Context: an optimization exercise on an open-source flow, tuned for small area. The choices shown serve that exercise and are no tape-out recipe.
Function was checked by simulation only, so behaviour that the tests miss may differ from the original.
Power figures rest on the tool's default switching activity, not on a simulated workload.

==> flow/design.v (excerpt) <==
module iot_filter (
	input  logic           clk,
	input  logic           rst,
	input  logic           in_en,
	input  iot_pkg::byte_t iot_in,
	input  logic [2:0]     fn_sel,
	output logic           busy,
	output logic           valid,
	output iot_pkg::item_t iot_out
);
For scale: ~610 cells after synthesis, roughly 270 flip-flops, about 140 I/O pins.
Settings: LEC_CHECK=0, ABC_AREA=1, CAP_MARGIN=20, CORE_MARGIN=2, CORE_UTILIZATION=78, SLEW_MARGIN=20; clock period 6.0 ns.
standard.sh (not shown) runs the stock make flow with config.mk's settings and CLKGATE_MAP_FILE= SYNTH_SCRIPT=/design/flow/synth_recipe.tcl, a recipe that flattens the netlist after the stock synthesis.
==> flow/flow/run.sh <==
#!/bin/bash
# The standard layout (standard.sh), with three changes:
# - synthesis is the standard flow's own (synth_recipe.tcl and ORFS's synth.tcl), except that ABC maps
#   the logic with flow/abc_area.script, a stronger area-only script, and adders and
#   comparators are left to ABC instead of being mapped to half adders first (ADDER_MAP_FILE
#   empty); registers are untouched;
# - every port is buffered by the smallest buffer, sky130_fd_sc_hd__buf_1, instead of the
#   one buffer_ports picks itself;
# - clock tree synthesis uses larger sink clusters and inserts no dummy loads.
set -euo pipefail
here=$(pwd)

sed 's|^  log_cmd abc {\*}\$abc_args$|  log_cmd abc -script '"$here"'/flow/abc_area.script {*}[lrange $abc_args 2 end]|' \
  "$FLOW_HOME/scripts/synth.tcl" > synth_own.tcl
grep -q 'flow/abc_area.script' synth_own.tcl
sed 's|source \$::env(SCRIPTS_DIR)/synth.tcl|source '"$here"'/synth_own.tcl|' synth_recipe.tcl > synth_recipe_own.tcl
grep -q 'synth_own.tcl' synth_recipe_own.tcl

bash standard.sh \
  "SYNTH_SCRIPT=$here/synth_recipe_own.tcl" \
  "ADDER_MAP_FILE=" \
  "BUFFER_PORTS_ARGS=-buffer_cell sky130_fd_sc_hd__buf_1" \
  "CTS_ARGS=-sink_clustering_enable -repair_clock_nets -dont_use_dummy_load -buf_list sky130_fd_sc_hd__clkbuf_8 -sink_clustering_size 18 -sink_clustering_max_diameter 70" \
  finish > make_finish.log 2>&1
==> flow/flow/abc_area.script <==
strash
ifraig
dc2
strash
dch -f
amap
topo
dnsize -c
Then changed:
==> flow/flow/run.sh (replaced) <==
#!/bin/bash
# The standard layout (standard.sh), with two changes:
# every port is buffered by the smallest buffer, sky130_fd_sc_hd__buf_1, instead of the
# one buffer_ports picks itself; and clock tree synthesis uses larger sink clusters and
# inserts no dummy loads.
set -euo pipefail
bash standard.sh \
  "BUFFER_PORTS_ARGS=-buffer_cell sky130_fd_sc_hd__buf_1" \
  "CTS_ARGS=-sink_clustering_enable -repair_clock_nets -dont_use_dummy_load -buf_list sky130_fd_sc_hd__clkbuf_8 -sink_clustering_size 18 -sink_clustering_max_diameter 70" \
  finish > make_finish.log 2>&1
--- a/flow/config.mk
+++ b/flow/config.mk
@@ -9,4 +9,4 @@
 export CAP_MARGIN = 20
 export CORE_MARGIN = 2
-export CORE_UTILIZATION = 78
+export CORE_UTILIZATION = 70
 export SLEW_MARGIN = 20
removed: flow/flow/abc_area.script
=>
- The changed run finished with timing, DRC and antenna clean
- register-to-register slack gets better by 1.4 ns
- global-route usage drops by 7.5 points
- total power goes up by about 2%
Then changed:
==> flow/flow/run.sh (replaced) <==
#!/bin/bash
# The standard layout (standard.sh), with three changes:
# - synthesis is the standard flow's own (synth_recipe.tcl and ORFS's synth.tcl), except that ABC maps
#   the logic with flow/abc_area.script, a stronger area-only script, and adders and
#   comparators are left to ABC instead of being mapped to half adders first (ADDER_MAP_FILE
#   empty); registers are untouched;
# - every port is buffered by the smallest buffer, sky130_fd_sc_hd__buf_1, instead of the
#   one buffer_ports picks itself;
# - clock tree synthesis uses larger sink clusters and inserts no dummy loads.
set -euo pipefail
here=$(pwd)

sed 's|^  log_cmd abc {\*}\$abc_args$|  log_cmd abc -script '"$here"'/flow/abc_area.script {*}[lrange $abc_args 2 end]|' \
  "$FLOW_HOME/scripts/synth.tcl" > synth_own.tcl
grep -q 'flow/abc_area.script' synth_own.tcl
sed 's|source \$::env(SCRIPTS_DIR)/synth.tcl|source '"$here"'/synth_own.tcl|' synth_recipe.tcl > synth_recipe_own.tcl
grep -q 'synth_own.tcl' synth_recipe_own.tcl

bash standard.sh \
  "SYNTH_SCRIPT=$here/synth_recipe_own.tcl" \
  "ADDER_MAP_FILE=" \
  "BUFFER_PORTS_ARGS=-buffer_cell sky130_fd_sc_hd__buf_1" \
  "CTS_ARGS=-sink_clustering_enable -repair_clock_nets -dont_use_dummy_load -buf_list sky130_fd_sc_hd__clkbuf_8 -sink_clustering_size 18 -sink_clustering_max_diameter 70" \
  finish > make_finish.log 2>&1
==> flow/flow/abc_area.script (new file) <==
strash
ifraig
dc2
strash
dch -f
amap
topo
dnsize -c
--- a/flow/config.mk
+++ b/flow/config.mk
@@ -7,6 +7,6 @@
 export LEC_CHECK = 0
 export ABC_AREA = 1
-export CAP_MARGIN = 20
+export CAP_MARGIN = 5
 export CORE_MARGIN = 2
 export CORE_UTILIZATION = 70
-export SLEW_MARGIN = 20
+export SLEW_MARGIN = 5
Result:
- worst setup slack degrades by 0.16 ns
- clock skew came out higher by 0.036 ns
- design area went down by 4.1%
- via count falls by 3.2%
- utilization goes up by 2.7 points
- critical path depth rises by 11
- cell count decreases by 8.2%
- worst hold slack got worse by 0.056 ns
- sequential power is about the same
- routed wire length shrinks by 4.0%
- fmax came out lower by 3.5%
Then changed:
--- a/flow/flow/run.sh
+++ b/flow/flow/run.sh
@@ -2,7 +2,5 @@
 # The standard layout (standard.sh), with three changes:
 # - synthesis is the standard flow's own (synth_recipe.tcl and ORFS's synth.tcl), except that ABC maps
-#   the logic with flow/abc_area.script, a stronger area-only script, and adders and
-#   comparators are left to ABC instead of being mapped to half adders first (ADDER_MAP_FILE
-#   empty); registers are untouched;
+#   the logic with flow/abc_area.script, a stronger area-only script; registers are untouched;
 # - every port is buffered by the smallest buffer, sky130_fd_sc_hd__buf_1, instead of the
 #   one buffer_ports picks itself;
@@ -19,5 +17,4 @@
 bash standard.sh \
   "SYNTH_SCRIPT=$here/synth_recipe_own.tcl" \
-  "ADDER_MAP_FILE=" \
   "BUFFER_PORTS_ARGS=-buffer_cell sky130_fd_sc_hd__buf_1" \
   "CTS_ARGS=-sink_clustering_enable -repair_clock_nets -dont_use_dummy_load -buf_list sky130_fd_sc_hd__clkbuf_8 -sink_clustering_size 18 -sink_clustering_max_diameter 70" \
==> flow/flow/abc_area.script (replaced) <==
strash
ifraig
dc2
strash
dch -f
map -a
topo
dnsize -c
--- a/flow/config.mk
+++ b/flow/config.mk
@@ -7,6 +7,6 @@
 export LEC_CHECK = 0
 export ABC_AREA = 1
-export CAP_MARGIN = 5
+export CAP_MARGIN = 20
 export CORE_MARGIN = 2
 export CORE_UTILIZATION = 70
-export SLEW_MARGIN = 5
+export SLEW_MARGIN = 20
Result:
- The changed run finished with timing, DRC and antenna clean
- core utilization shrinks by 1.7 points
- power grows by 2.2%
- count of clock-buffer cells in the layout stays the same
- setup slack is worse by 0.11 ns


Starting RTL as in the previous note.
==> flow/config.mk <==
export PLATFORM = sky130hd
export DESIGN_NAME = iot_filter
export DESIGN_NICKNAME = iot_filter
export VERILOG_FILES = /design/flow/design.v
export SDC_FILE = /design/flow/constraint.sdc
export NUM_CORES = 4
export LEC_CHECK = 0
export ABC_AREA = 1
export CAP_MARGIN = 20
export CORE_MARGIN = 2
export CORE_UTILIZATION = 70
export SLEW_MARGIN = 20
==> flow/constraint.sdc <==
create_clock -name core_clock -period 6.0 [get_ports {clk}]
set_input_delay 1.2000 -clock core_clock [delete_from_list [all_inputs] [get_ports {clk}]]
set_output_delay 1.2000 -clock core_clock [all_outputs]
set_load 0.01 [all_outputs]
==> flow/flow/run.sh <==
#!/bin/bash
# The standard layout (standard.sh), with three changes:
# - synthesis is the standard flow's own (synth_recipe.tcl and ORFS's synth.tcl), except that ABC maps
#   the logic with flow/abc_area.script, a stronger area-only script, and adders and
#   comparators are left to ABC instead of being mapped to half adders first (ADDER_MAP_FILE
#   empty); registers are untouched;
# - every port is buffered by the smallest buffer, sky130_fd_sc_hd__buf_1, instead of the
#   one buffer_ports picks itself;
# - clock tree synthesis uses larger sink clusters and inserts no dummy loads.
set -euo pipefail
here=$(pwd)

sed 's|^  log_cmd abc {\*}\$abc_args$|  log_cmd abc -script '"$here"'/flow/abc_area.script {*}[lrange $abc_args 2 end]|' \
  "$FLOW_HOME/scripts/synth.tcl" > synth_own.tcl
grep -q 'flow/abc_area.script' synth_own.tcl
sed 's|source \$::env(SCRIPTS_DIR)/synth.tcl|source '"$here"'/synth_own.tcl|' synth_recipe.tcl > synth_recipe_own.tcl
grep -q 'synth_own.tcl' synth_recipe_own.tcl

bash standard.sh \
  "SYNTH_SCRIPT=$here/synth_recipe_own.tcl" \
  "ADDER_MAP_FILE=" \
  "BUFFER_PORTS_ARGS=-buffer_cell sky130_fd_sc_hd__buf_1" \
  "CTS_ARGS=-sink_clustering_enable -repair_clock_nets -dont_use_dummy_load -buf_list sky130_fd_sc_hd__clkbuf_8 -sink_clustering_size 18 -sink_clustering_max_diameter 70" \
  finish > make_finish.log 2>&1
==> flow/flow/abc_area.script <==
strash
ifraig
dc2
strash
dch -f
amap
topo
dnsize -c
The starting point completed without violations.
Change:
--- a/flow/flow/run.sh
+++ b/flow/flow/run.sh
@@ -22,3 +22,3 @@
   "BUFFER_PORTS_ARGS=-buffer_cell sky130_fd_sc_hd__buf_1" \
-  "CTS_ARGS=-sink_clustering_enable -repair_clock_nets -dont_use_dummy_load -buf_list sky130_fd_sc_hd__clkbuf_8 -sink_clustering_size 18 -sink_clustering_max_diameter 70" \
+  "CTS_ARGS=-sink_clustering_enable -repair_clock_nets -dont_use_dummy_load -buf_list sky130_fd_sc_hd__clkbuf_4 -sink_clustering_size 10 -sink_clustering_max_diameter 50" \
   finish > make_finish.log 2>&1
Result:
- wire length climbs by 1.4%
- first-iteration DRC count climbs by about 9%
- total power drops by about 0.6%
- sequential share of layout area climbs by 0.19 points
- clock skew drops by 0.036 ns
- final area stays flat
- global-route usage climbs by 0.57 points


## red
The RTL this note starts from:
==> flow/design.v <==
package iot_pkg;
	localparam int BYTE_W = 8;    
	localparam int ITEM_W = 128;  
	localparam int CRC_W  = 3;    
	localparam int IDX_W  = 4;    
	typedef logic [BYTE_W-1:0] byte_t;
	typedef logic [ITEM_W-1:0] item_t;      
	typedef logic [CRC_W-1:0]  crc_t;
	typedef logic [IDX_W-1:0]  byte_idx_t;
	typedef enum logic [2:0] {
		fn_crc = 3'd3,  
		fn_max = 3'd4,  
		fn_min = 3'd5   
	} fn_e;
	localparam crc_t CRC_POLY = 3'b101;
endpackage
`timescale 1ns/1ps
`timescale 1ns/1ps
module crc3_unit (
	input  iot_pkg::crc_t  rem_in,   
	input  iot_pkg::byte_t byte_in,
	output iot_pkg::crc_t  rem_out,  
	output iot_pkg::crc_t  crc_out   
);
	function automatic iot_pkg::crc_t crc_step(iot_pkg::crc_t r, logic b);
		iot_pkg::crc_t nxt;
		nxt = {r[iot_pkg::CRC_W-2:0], b};
		if (r[iot_pkg::CRC_W-1])
			nxt = nxt ^ iot_pkg::CRC_POLY;  
		crc_step = nxt;
	endfunction
	always_comb begin
		rem_out = rem_in;
		for (int i = iot_pkg::BYTE_W - 1; i >= 0; i--)
			rem_out = crc_step(rem_out, byte_in[i]);
		crc_out = rem_out;
		for (int i = 0; i < iot_pkg::CRC_W; i++)
			crc_out = crc_step(crc_out, 1'b0);  
	end
endmodule
`timescale 1ns/1ps
module rank_unit (
	input  logic           clk,
	input  logic           min_mode,   
	input  logic           step_best,
	input  logic           step_second,
	input  logic           first_byte,  
	input  logic           first_item,  
	input  logic           second_item, 
	input  logic           in_en,
	input  iot_pkg::byte_t iot_in,
	input  iot_pkg::byte_t held_byte,   
	input  logic           use_held,
	input  logic           crc_mode,    
	input  iot_pkg::crc_t  crc_rem,     
	input  iot_pkg::crc_t  crc_res,     
	output iot_pkg::item_t best_q,
	output iot_pkg::item_t second_q
);
	iot_pkg::item_t best_n_q, second_n_q;
	assign best_q   = ~best_n_q;
	assign second_q = ~second_n_q;
	logic [1:0] cmp_best_q, cmp_second_q;
	logic [1:0] prev_best, prev_second, cmp_best, cmp_second;
	iot_pkg::byte_t top_best, top_second;
	iot_pkg::byte_t in_best, in_second;
	logic better_best, better_second;
	assign top_best   = best_q[iot_pkg::ITEM_W-1 -: iot_pkg::BYTE_W];
	assign top_second = second_q[iot_pkg::ITEM_W-1 -: iot_pkg::BYTE_W];
	always_comb begin
		if (min_mode) begin
			better_best   = (iot_in < top_best);
			better_second = (iot_in < top_second);
		end else begin
			better_best   = (iot_in > top_best);
			better_second = (iot_in > top_second);
		end
		prev_best   = first_byte ? 2'b00 : cmp_best_q;
		prev_second = second_item ? 2'b11 : (first_byte ? 2'b00 : cmp_second_q);
		cmp_best   = prev_best[1]   ? prev_best   : {iot_in != top_best,   better_best};
		cmp_second = prev_second[1] ? prev_second : {iot_in != top_second, better_second};
		if (use_held)
			in_best = held_byte;
		else if (!first_item && cmp_best == 2'b10)
			in_best = top_best;
		else
			in_best = iot_in;
		if (cmp_best == 2'b11)
			in_second = top_best;
		else if (cmp_second == 2'b10)
			in_second = top_second;
		else
			in_second = iot_in;
		if (crc_mode) begin
			in_best[iot_pkg::CRC_W-1:0]   = crc_rem;
			in_second[iot_pkg::CRC_W-1:0] = crc_res;
		end
	end
	always_ff @(posedge clk) begin
		if (in_en) begin
			cmp_best_q   <= cmp_best;
			cmp_second_q <= cmp_second;
		end
		if (step_best)
			best_n_q <= {best_n_q[iot_pkg::ITEM_W-iot_pkg::BYTE_W-1:0], ~in_best};
		if (step_second)
			second_n_q <= {second_n_q[iot_pkg::ITEM_W-iot_pkg::BYTE_W-1:0], ~in_second};
	end
endmodule
`timescale 1ns/1ps
module iot_filter (
	input  logic           clk,
	input  logic           rst,
	input  logic           in_en,
	input  iot_pkg::byte_t iot_in,
	input  logic [2:0]     fn_sel,
	output logic           busy,
	output logic           valid,
	output iot_pkg::item_t iot_out
);
	logic crc_mode, rank_mode, min_mode;
	assign crc_mode  = (fn_sel == iot_pkg::fn_crc);
	assign rank_mode = (fn_sel == iot_pkg::fn_max) || (fn_sel == iot_pkg::fn_min);
	assign min_mode  = (fn_sel == iot_pkg::fn_min);
	iot_pkg::byte_idx_t byte_cnt;   
	logic [2:0]         item_cnt;   
	logic [2:0]         phase_q;    
	logic first_byte, last_byte, last_item, start;
	assign first_byte = (byte_cnt == '0);
	assign last_byte  = (byte_cnt == '1);
	assign last_item  = (item_cnt == '1);
	assign start = in_en && last_byte && (crc_mode || (rank_mode && last_item));
	logic ph1, ph3, ph4, ph5;
	assign ph1 = phase_q[2] & ~phase_q[1];
	assign ph3 = phase_q[2] &  phase_q[0];
	assign ph4 = ~phase_q[2] & phase_q[1];
	assign ph5 = ~phase_q[1] & phase_q[0];
	always_ff @(posedge clk or posedge rst) begin
		if (rst) begin
			byte_cnt <= '0;
			item_cnt <= '0;
			phase_q  <= '0;
		end else begin
			if (in_en) begin
				byte_cnt <= byte_cnt + 1'b1;
				if (last_byte)
					item_cnt <= item_cnt + 1'b1;
			end
			phase_q <= {start | (~phase_q[0] & (phase_q[2] | phase_q[1])), phase_q[2], phase_q[1]};
		end
	end
	assign busy  = rank_mode & (phase_q[2] | phase_q[1]);
	assign valid = phase_q[0] & (phase_q[2] ? crc_mode : rank_mode);
	iot_pkg::byte_t held_q;
	logic use_held;
	always_ff @(posedge clk) begin
		if (ph1)
			held_q <= iot_in;
	end
	assign use_held = rank_mode & ph5 & (byte_cnt == iot_pkg::byte_idx_t'(1));
	iot_pkg::item_t best_q, second_q;
	iot_pkg::crc_t  crc_rem, crc_res;
	crc3_unit i_crc (
		.rem_in(first_byte ? '0 : best_q[iot_pkg::CRC_W-1:0]),
		.byte_in(iot_in),
		.rem_out(crc_rem),
		.crc_out(crc_res)
	);
	logic step_best, step_second, first_item, second_item;
	assign first_item  = (item_cnt == 3'd0);
	assign second_item = (item_cnt == 3'd1);
	assign step_best   = (in_en & ~(rank_mode & ph1)) | use_held;
	assign step_second = in_en & (crc_mode ? last_byte : ~first_item);
	rank_unit i_rank (
		.clk(clk), .min_mode(min_mode),
		.step_best(step_best), .step_second(step_second),
		.first_byte(first_byte), .first_item(first_item), .second_item(second_item),
		.in_en(in_en), .iot_in(iot_in), .held_byte(held_q), .use_held(use_held),
		.crc_mode(crc_mode), .crc_rem(crc_rem), .crc_res(crc_res),
		.best_q(best_q), .second_q(second_q)
	);
	logic sel_best, sel_second, sel_low;
	assign sel_best   = rank_mode & ph4;
	assign sel_second = rank_mode & ph5;
	assign sel_low    = sel_second | (crc_mode & ph3);
	assign iot_out[iot_pkg::ITEM_W-1:iot_pkg::CRC_W] =
		({(iot_pkg::ITEM_W-iot_pkg::CRC_W){sel_best}}   & best_q[iot_pkg::ITEM_W-1:iot_pkg::CRC_W]) |
		({(iot_pkg::ITEM_W-iot_pkg::CRC_W){sel_second}} & second_q[iot_pkg::ITEM_W-1:iot_pkg::CRC_W]);
	assign iot_out[iot_pkg::CRC_W-1:0] =
		({iot_pkg::CRC_W{sel_best}} & best_q[iot_pkg::CRC_W-1:0]) |
		({iot_pkg::CRC_W{sel_low}}  & second_q[iot_pkg::CRC_W-1:0]);
endmodule
==> flow/config.mk <==
export PLATFORM = sky130hd
export DESIGN_NAME = iot_filter
export DESIGN_NICKNAME = iot_filter
export VERILOG_FILES = /design/flow/design.v
export SDC_FILE = /design/flow/constraint.sdc
export NUM_CORES = 4
export LEC_CHECK = 0
export ABC_AREA = 1
export CAP_MARGIN = 20
export CORE_MARGIN = 2
export CORE_UTILIZATION = 70
export CTS_BUF_LIST = sky130_fd_sc_hd__clkbuf_4
export CTS_CLUSTER_SIZE = 20
export SLEW_MARGIN = 20
==> flow/constraint.sdc <==
create_clock -name core_clock -period 6.0 [get_ports {clk}]
set_input_delay 1.2000 -clock core_clock [delete_from_list [all_inputs] [get_ports {clk}]]
set_output_delay 1.2000 -clock core_clock [all_outputs]
set_load 0.01 [all_outputs]
run.sh (not shown) runs the stock make flow with config.mk's settings and CLKGATE_MAP_FILE= SYNTH_SCRIPT=/design/flow/synth_recipe.tcl, a recipe that flattens the netlist after the stock synthesis.
Stock flow here: none of the scripts above is used.
red completed every stage of the flow, and the final layout passed the timing, DRC and antenna checks.
### red -> blue
- a deleted CTS_BUF_LIST that had been sky130_fd_sc_hd__clkbuf_4
- a deleted CTS_CLUSTER_SIZE that had been 20
==> flow/flow/run.sh (new file) <==
#!/bin/bash
# The standard layout (standard.sh), with two changes:
# every port is buffered by the smallest buffer, sky130_fd_sc_hd__buf_1, instead of the
# one buffer_ports picks itself; and clock tree synthesis uses larger sink clusters and
# inserts no dummy loads.
set -euo pipefail
bash standard.sh \
  "BUFFER_PORTS_ARGS=-buffer_cell sky130_fd_sc_hd__buf_1" \
  "CTS_ARGS=-sink_clustering_enable -repair_clock_nets -dont_use_dummy_load -buf_list sky130_fd_sc_hd__clkbuf_8 -sink_clustering_size 18 -sink_clustering_max_diameter 70" \
  finish > make_finish.log 2>&1
==> flow/standard.sh (new file) <==
#!/bin/bash
# synth_recipe.tcl (not shown) runs the flow's synth.tcl, then flattens the netlist and writes it again
# the make line also repeats each setting of config.mk as NAME=value (left out here)
make -C /OpenROAD-flow-scripts/flow DESIGN_CONFIG=/design/flow/config.mk WORK_HOME=/design/flow/orfs CLKGATE_MAP_FILE= SYNTH_SCRIPT=/design/flow/synth_recipe.tcl "${@:-finish}"
removed: flow/run.sh
Results
Wire: blue routes less than red
Clock input transition at the sequential cells of the worst setup and hold paths (blue over red): increase, 30 ps
| worst vdd rail ir drop | blue vs red | 0.099 mV lower |
Compared to red, blue has core utilization 9.6 points lower.
Between red and blue, the total number of tap cells figures differ only marginally.

==> separate check: timing with driven ports <==
In the flow no input, the clock included, has a driving cell. The finished layouts below were timed again as built, in two steps.
Step 1 (the two cells are an assumption about what drives the block):
set clk [get_ports {clk}]
set_driving_cell -lib_cell sky130_fd_sc_hd__clkbuf_16 $clk
set_driving_cell -lib_cell sky130_fd_sc_hd__buf_2 [delete_from_list [all_inputs] $clk]
Step 2, shift: input delay + t, output delay - t, t = (earliest + latest rising clock arrival at the registers) / 2. This alone moves slack from input paths to output paths.
Three values: ideal, step 1, step 2; two values: the first two.
run | t (ns) | setup WS [ns] | hold WS [ns] | worst setup path at the end | latest minus earliest clock arrival (ns)
the first run of note 1 | 0.544 | 1.303 / 1.290 / 0.745 | 0.392 / 0.392 / 0.392 | input to register | 0.063 / 0.063
the second run of note 1 | 0.528 | 1.700 / 1.681 / 1.681 | 0.455 / 0.455 / 0.455 | input to output | 0.022 / 0.021
the third run of note 1 | 0.526 | 1.543 / 1.546 / 1.019 | 0.400 / 0.400 / 0.400 | input to register | 0.057 / 0.057
the fourth run of note 1 | 0.514 | 1.430 / 1.409 / 1.409 | 0.392 / 0.392 / 0.392 | input to output | 0.054 / 0.053
the first run of note 2 | 0.526 | 1.543 / 1.546 / 1.019 | 0.400 / 0.400 / 0.400 | input to register | 0.057 / 0.057
the second run of note 2 | 0.691 | 1.589 / 1.569 / 0.922 | 0.428 / 0.409 / 0.431 | input to register | 0.022 / 0.021
red | 0.678 | 0.690 / 0.667 / 0.667 | 0.445 / 0.445 / 0.445 | input to output | 0.056 / 0.056
blue | 0.538 | 1.466 / 1.438 / 1.438 | 0.428 / 0.428 / 0.428 | input to output | 0.030 / 0.029
After both steps setup and hold are still met in every run listed. The setup slack of the second run of note 2, which loses most, moves by -0.020 ns with the drivers and by -0.667 ns with both steps.
